This is an optimization exercise on Yosys and OpenROAD, whose aim is small area, a short achievable clock period and few clock cycles, not a production implementation.
In this exercise RTL edits were held to simulation tests only and were not proved equivalent to the original.
No activity file was given, so power comes from the tool's default toggle rates.

job 6366:
// ram_top
module ram_top (
    input  logic        RWCLK,
    input  logic        RESET,
    input  logic        CLEAR,
    output logic        BUSY,
    input  logic        WEN,
    input  logic [1:0]  WBE,
    input  logic [7:0]  WADDR,
    input  logic [15:0] WD,
    input  logic        REN,
    input  logic [7:0]  RADDR,
    output logic [15:0] RD,
    output logic        RVALID
);
    ram_dp_param_clr u_ram (
        .RWCLK  (RWCLK),
        .RESET  (RESET),
        .CLEAR  (CLEAR),
        .BUSY   (BUSY),
        .WEN    (WEN),
        .WBE    (WBE),
        .WADDR  (WADDR),
        .WD     (WD),
        .REN    (REN),
        .RADDR  (RADDR),
        .RD     (RD),
        .RVALID (RVALID)
    );
endmodule
Size in the first run: about 57 I/O pins.
==> flow/config.mk <==
export PLATFORM = sky130hd
export DESIGN_NAME = ram_top
export DESIGN_NICKNAME = ram_top
export VERILOG_FILES = /design/flow/design.v
export SDC_FILE = /design/flow/constraint.sdc
export NUM_CORES = 4
export LEC_CHECK = 0
export CAP_MARGIN = 20
export CORE_MARGIN = 2
export CORE_UTILIZATION = 75
export CTS_BUF_LIST = sky130_fd_sc_hd__clkbuf_16
export CTS_CLUSTER_DIAMETER = 70
export CTS_CLUSTER_SIZE = 28
export SETUP_SLACK_MARGIN = 1.9
export SLEW_MARGIN = 20
export SYNTH_HIERARCHICAL = 1
export SYNTH_MINIMUM_KEEP_SIZE = 0
==> flow/constraint.sdc <==
create_clock -name core_clock -period 4.0 [get_ports {RWCLK}]
set_input_delay 0.8000 -clock core_clock [delete_from_list [all_inputs] [get_ports {RWCLK}]]
set_output_delay 0.8000 -clock core_clock [all_outputs]
set_load 0.01 [all_outputs]
standard.sh (not shown) runs the stock make flow with config.mk's settings and CLKGATE_MAP_FILE= SYNTH_SCRIPT=/design/flow/synth_recipe.tcl, a recipe that flattens the netlist after the stock synthesis.
==> flow/flow/run.sh <==
#!/bin/bash
# Layout: the standard flow (standard.sh, unchanged synthesis), with
# two resizer options changed:
#  - port buffers are buf_4 instead of the flow's default choice (a slow
#    delay buffer), so input and output paths are not slowed by them;
#  - repair_timing may swap a cell for one of another footprint.
# The make output goes to standard.log; ORFS's own per-step logs stay under
# orfs/logs/.
set -euo pipefail
bash standard.sh MATCH_CELL_FOOTPRINT=0 \
    "BUFFER_PORTS_ARGS=-buffer_cell sky130_fd_sc_hd__buf_4" \
    finish > standard.log 2>&1
Testbench counts of job 6366, summed over its fixed seeds: cycles 33,374.
Input-level comparison between job 6269 and job 6366:
# job 6366
export LEC_CHECK = 0
export CAP_MARGIN = 20
export CORE_MARGIN = 2
export CORE_UTILIZATION = 75
export CTS_BUF_LIST = sky130_fd_sc_hd__clkbuf_16
export CTS_CLUSTER_DIAMETER = 70
export CTS_CLUSTER_SIZE = 28
export SETUP_SLACK_MARGIN = 1.9
export SLEW_MARGIN = 20
export SYNTH_HIERARCHICAL = 1
export SYNTH_MINIMUM_KEEP_SIZE = 0
create_clock -name core_clock -period 4.0 [get_ports {RWCLK}]
# job 6269
export LEC_CHECK = 0
export CAP_MARGIN = 20
export CORE_MARGIN = 2
export CORE_UTILIZATION = 70
export CTS_BUF_LIST = sky130_fd_sc_hd__clkbuf_8 sky130_fd_sc_hd__clkbuf_16
export CTS_CLUSTER_DIAMETER = 60
export CTS_CLUSTER_SIZE = 24
export SETUP_SLACK_MARGIN = 1.9
export SLEW_MARGIN = 20
export SYNTH_HIERARCHICAL = 1
export SYNTH_MINIMUM_KEEP_SIZE = 0
create_clock -name core_clock -period 4.0 [get_ports {RWCLK}]
Job 6366 completed end to end with timing, DRC and antenna clean. Job 6269 completed every stage of the flow, and the final layout passed the timing, DRC and antenna checks. Job 6269 against job 6366: cell area rose by 0.67%; total power rose by 2.1%; flop-to-flop setup slack fell by 0.03 ns.
Changes in job 7042 relative to job 6269:
# job 6269
export LEC_CHECK = 0
export CAP_MARGIN = 20
export CORE_MARGIN = 2
export CORE_UTILIZATION = 70
export CTS_BUF_LIST = sky130_fd_sc_hd__clkbuf_8 sky130_fd_sc_hd__clkbuf_16
export CTS_CLUSTER_DIAMETER = 60
export CTS_CLUSTER_SIZE = 24
export SETUP_SLACK_MARGIN = 1.9
export SLEW_MARGIN = 20
export SYNTH_HIERARCHICAL = 1
export SYNTH_MINIMUM_KEEP_SIZE = 0
create_clock -name core_clock -period 4.0 [get_ports {RWCLK}]
# job 7042
export LEC_CHECK = 0
export CAP_MARGIN = 20
export CORE_MARGIN = 2
export CORE_UTILIZATION = 60
export CTS_BUF_LIST = sky130_fd_sc_hd__clkbuf_8 sky130_fd_sc_hd__clkbuf_16
export CTS_CLUSTER_DIAMETER = 60
export CTS_CLUSTER_SIZE = 24
export SETUP_SLACK_MARGIN = 1.9
export SLEW_MARGIN = 20
export SYNTH_HIERARCHICAL = 1
export SYNTH_MINIMUM_KEEP_SIZE = 0
create_clock -name core_clock -period 4.0 [get_ports {RWCLK}]
==> flow/run.sh (new file) <==
#!/bin/bash
# synth_recipe.tcl (not shown) runs the flow's synth.tcl, then flattens the netlist and writes it again
# the make line also repeats each setting of config.mk as NAME=value (left out here)
make -C /OpenROAD-flow-scripts/flow DESIGN_CONFIG=/design/flow/config.mk WORK_HOME=/design/flow/orfs CLKGATE_MAP_FILE= SYNTH_SCRIPT=/design/flow/synth_recipe.tcl finish
removed: flow/flow/run.sh
removed: flow/standard.sh
## What came out
Job 6269 -> job 7042: total routed wire length on the met1 layer increased by more than 10%
Taking job 6269 as the reference point, the count of standard-cell rows of job 7042 rises by about 8%.
Hold slack (job 7042 over job 6269): increase, 0.22 ns

========
ram_top again, from the RTL that the note above started with.
## ram_top
module ram_top (
    input  logic        RWCLK,
    input  logic        RESET,
    input  logic        CLEAR,
    output logic        BUSY,
    input  logic        WEN,
    input  logic [1:0]  WBE,
    input  logic [7:0]  WADDR,
    input  logic [15:0] WD,
    input  logic        REN,
    input  logic [7:0]  RADDR,
    output logic [15:0] RD,
    output logic        RVALID
);
    ram_dp_param_clr u_ram (
        .RWCLK  (RWCLK),
        .RESET  (RESET),
        .CLEAR  (CLEAR),
        .BUSY   (BUSY),
        .WEN    (WEN),
        .WBE    (WBE),
        .WADDR  (WADDR),
        .WD     (WD),
        .REN    (REN),
        .RADDR  (RADDR),
        .RD     (RD),
        .RVALID (RVALID)
    );
endmodule
Settings: LEC_CHECK=0, CAP_MARGIN=20, CORE_MARGIN=2, CORE_UTILIZATION=60, CTS_BUF_LIST=sky130_fd_sc_hd__clkbuf_8 sky130_fd_sc_hd__clkbuf_16, CTS_CLUSTER_DIAMETER=60, CTS_CLUSTER_SIZE=24, SETUP_SLACK_MARGIN=1.9, SLEW_MARGIN=20, SYNTH_HIERARCHICAL=1, SYNTH_MINIMUM_KEEP_SIZE=0; clock period 4.0 ns.
==> flow/flow/run.sh <==
#!/bin/bash
# Layout: the standard flow (standard.sh, unchanged synthesis), with
# two resizer options changed:
#  - port buffers are buf_4 instead of the flow's default choice (a slow
#    delay buffer), so input and output paths are not slowed by them;
#  - repair_timing may swap a cell for one of another footprint.
# The make output goes to standard.log; ORFS's own per-step logs stay under
# orfs/logs/.
set -euo pipefail
bash standard.sh MATCH_CELL_FOOTPRINT=0 \
    "BUFFER_PORTS_ARGS=-buffer_cell sky130_fd_sc_hd__buf_4" \
    finish > standard.log 2>&1
Testbench counts at the start, summed over its fixed seeds: cycles 33,374.
Change:
==> flow/run.sh (new file) <==
#!/bin/bash
# synth_recipe.tcl (not shown) runs the flow's synth.tcl, then flattens the netlist and writes it again
# the make line also repeats each setting of config.mk as NAME=value (left out here)
make -C /OpenROAD-flow-scripts/flow DESIGN_CONFIG=/design/flow/config.mk WORK_HOME=/design/flow/orfs CLKGATE_MAP_FILE= SYNTH_SCRIPT=/design/flow/synth_recipe.tcl finish
- CORE_UTILIZATION: 60 -> 70
- CTS_BUF_LIST: sky130_fd_sc_hd__clkbuf_8 sky130_fd_sc_hd__clkbuf_16 -> sky130_fd_sc_hd__clkbuf_16
- CTS_CLUSTER_DIAMETER: 60 -> 80
- CTS_CLUSTER_SIZE: 24 -> 32
removed: flow/flow/run.sh
removed: flow/standard.sh
After rerunning: The changed run finished with timing, DRC and antenna clean; critical path depth stays the same; clock power goes down by 26%; sequential cell count stays the same; die area shrinks by 14%.
Change:
- CORE_UTILIZATION: 70 -> 60
- via count shrinks slightly
- clock-buffer cell count grows by 14
- power grows slightly
- register-to-register slack gets worse by 0.06 ns
- synthesized area stays the same
- non-clock buffer count grows by 7
- design area grows slightly
- global-route usage shrinks by 3.7 points
- setup slack gets better by 0.069 ns
- die area grows by about a fifth
- utilization shrinks by 10 points
Change:
==> flow/flow/run.sh (new file) <==
#!/bin/bash
# Layout: the standard flow (standard.sh, unchanged synthesis), with
# two resizer options changed:
#  - port buffers are buf_4 instead of the flow's default choice (a slow
#    delay buffer), so input and output paths are not slowed by them;
#  - repair_timing may swap a cell for one of another footprint.
# The make output goes to standard.log; ORFS's own per-step logs stay under
# orfs/logs/.
set -euo pipefail
bash standard.sh MATCH_CELL_FOOTPRINT=0 \
    "BUFFER_PORTS_ARGS=-buffer_cell sky130_fd_sc_hd__buf_4" \
    finish > standard.log 2>&1
==> flow/standard.sh (new file) <==
#!/bin/bash
# synth_recipe.tcl (not shown) runs the flow's synth.tcl, then flattens the netlist and writes it again
# the make line also repeats each setting of config.mk as NAME=value (left out here)
make -C /OpenROAD-flow-scripts/flow DESIGN_CONFIG=/design/flow/config.mk WORK_HOME=/design/flow/orfs CLKGATE_MAP_FILE= SYNTH_SCRIPT=/design/flow/synth_recipe.tcl "${@:-finish}"
- CORE_UTILIZATION: 60 -> 70
removed: flow/run.sh
Result: Clock power fell by about 6%; worst setup slack gains 0.0098 ns; sequential power barely changes; count of clock-buffer cells in the layout fell by 9; hold slack loses 0.29 ns; clock skew is about the same; die area fell by 14%; first-iteration DRC count rose by 5.8%.

========
ram_top, a different RTL version from the one above (not shown whole).
Size in the first run: about 8,800 cells after synthesis, ~0.16 mm^2 of cells after synthesis.
clock: 4.0 ns
lec_check: 0
cap_margin: 20
core_margin: 2
core_utilization: 60
cts_buf_list: sky130_fd_sc_hd__clkbuf_8 sky130_fd_sc_hd__clkbuf_16
cts_cluster_diameter: 60
cts_cluster_size: 24
setup_slack_margin: 1.6
slew_margin: 20
synth_hierarchical: 1
synth_minimum_keep_size: 0
==> flow/flow/run.sh <==
#!/bin/bash
# Layout: the standard flow (standard.sh, unchanged synthesis), with
# two resizer options changed:
#  - port buffers are buf_4 instead of the flow's default choice (a slow
#    delay buffer), so input and output paths are not slowed by them;
#  - repair_timing may swap a cell for one of another footprint.
# The make output goes to standard.log; ORFS's own per-step logs stay under
# orfs/logs/.
set -euo pipefail
bash standard.sh MATCH_CELL_FOOTPRINT=0 \
    "BUFFER_PORTS_ARGS=-buffer_cell sky130_fd_sc_hd__buf_4" \
    finish > standard.log 2>&1
The baseline went through all stages and came out clean.
Testbench counts at the start, summed over its fixed seeds: cycles 33,374.
Edit:
==> flow/run.sh (new file) <==
#!/bin/bash
# synth_recipe.tcl (not shown) runs the flow's synth.tcl, then flattens the netlist and writes it again
# the make line also repeats each setting of config.mk as NAME=value (left out here)
make -C /OpenROAD-flow-scripts/flow DESIGN_CONFIG=/design/flow/config.mk WORK_HOME=/design/flow/orfs CLKGATE_MAP_FILE= SYNTH_SCRIPT=/design/flow/synth_recipe.tcl finish
removed: flow/flow/run.sh
removed: flow/standard.sh
Outcome: The new run passed the timing, DRC and antenna checks; clock-buffer cell count goes up by 10; worst setup slack gains 22 ps; area after synthesis stays the same; global-route usage rises by 0.74 points; synthesized cell count is unchanged; critical path depth came out lower by 1; design area stays flat; non-clock buffer count shrinks by 1; register-to-register slack gains 20 ps.

what the ideal ports hide:
Ports are ideal in the flow. The routed layouts listed here were re-timed in OpenROAD. Step 1: set_driving_cell puts a clkbuf_16 on RWCLK and a buf_2 on each other input, an assumption about the parent block. Step 2 also shifts input and output timing later by t, the mid clock arrival at the registers, as if the neighbouring blocks saw the same clock. Slacks: no drivers / after step 1 / after step 2; pairs: no drivers / after step 1.
| run | t (ns) | setup slack, ns | worst hold slack (ns) | worst register clock-pin slew, ns |
|---|---|---|---|---|
| job 6366 | 0.990 | 1.719 / 1.621 / 1.256 | 0.057 / -0.007 / 0.332 | 0.11 / 0.11 |
| job 6269 | 1.021 | 1.722 / 1.615 / 1.435 | 0.044 / -0.036 / 0.325 | 0.10 / 0.10 |
| job 7042 | 1.052 | 1.707 / 1.607 / 1.536 | 0.265 / 0.233 / 0.334 | 0.10 / 0.10 |
| the first run of note 2 | 1.034 | 1.743 / 1.643 / 1.127 | 0.049 / 0.002 / 0.326 | 0.10 / 0.10 |
| the second run of note 2 | 0.968 | 1.711 / 1.618 / 1.398 | 0.336 / 0.292 / 0.336 | 0.12 / 0.12 |
| the third run of note 2 | 0.964 | 1.779 / 1.696 / 1.524 | 0.340 / 0.321 / 0.340 | 0.12 / 0.12 |
| the fourth run of note 2 | 0.956 | 1.789 / 1.694 / 1.721 | 0.047 / 0.004 / 0.332 | 0.12 / 0.12 |
| the first run of note 3 | 1.046 | 1.560 / 1.560 / 1.088 | 0.102 / 0.032 / 0.333 | 0.10 / 0.10 |
| the second run of note 3 | 1.020 | 1.582 / 1.567 / 1.322 | 0.304 / 0.224 / 0.339 | 0.10 / 0.10 |
After both steps setup and hold are still met in every run listed. For the first run of note 2, which loses most, drivers alone change the setup slack by -0.100 ns; drivers and shift together by -0.616 ns. Setup slack includes reset recovery checks.
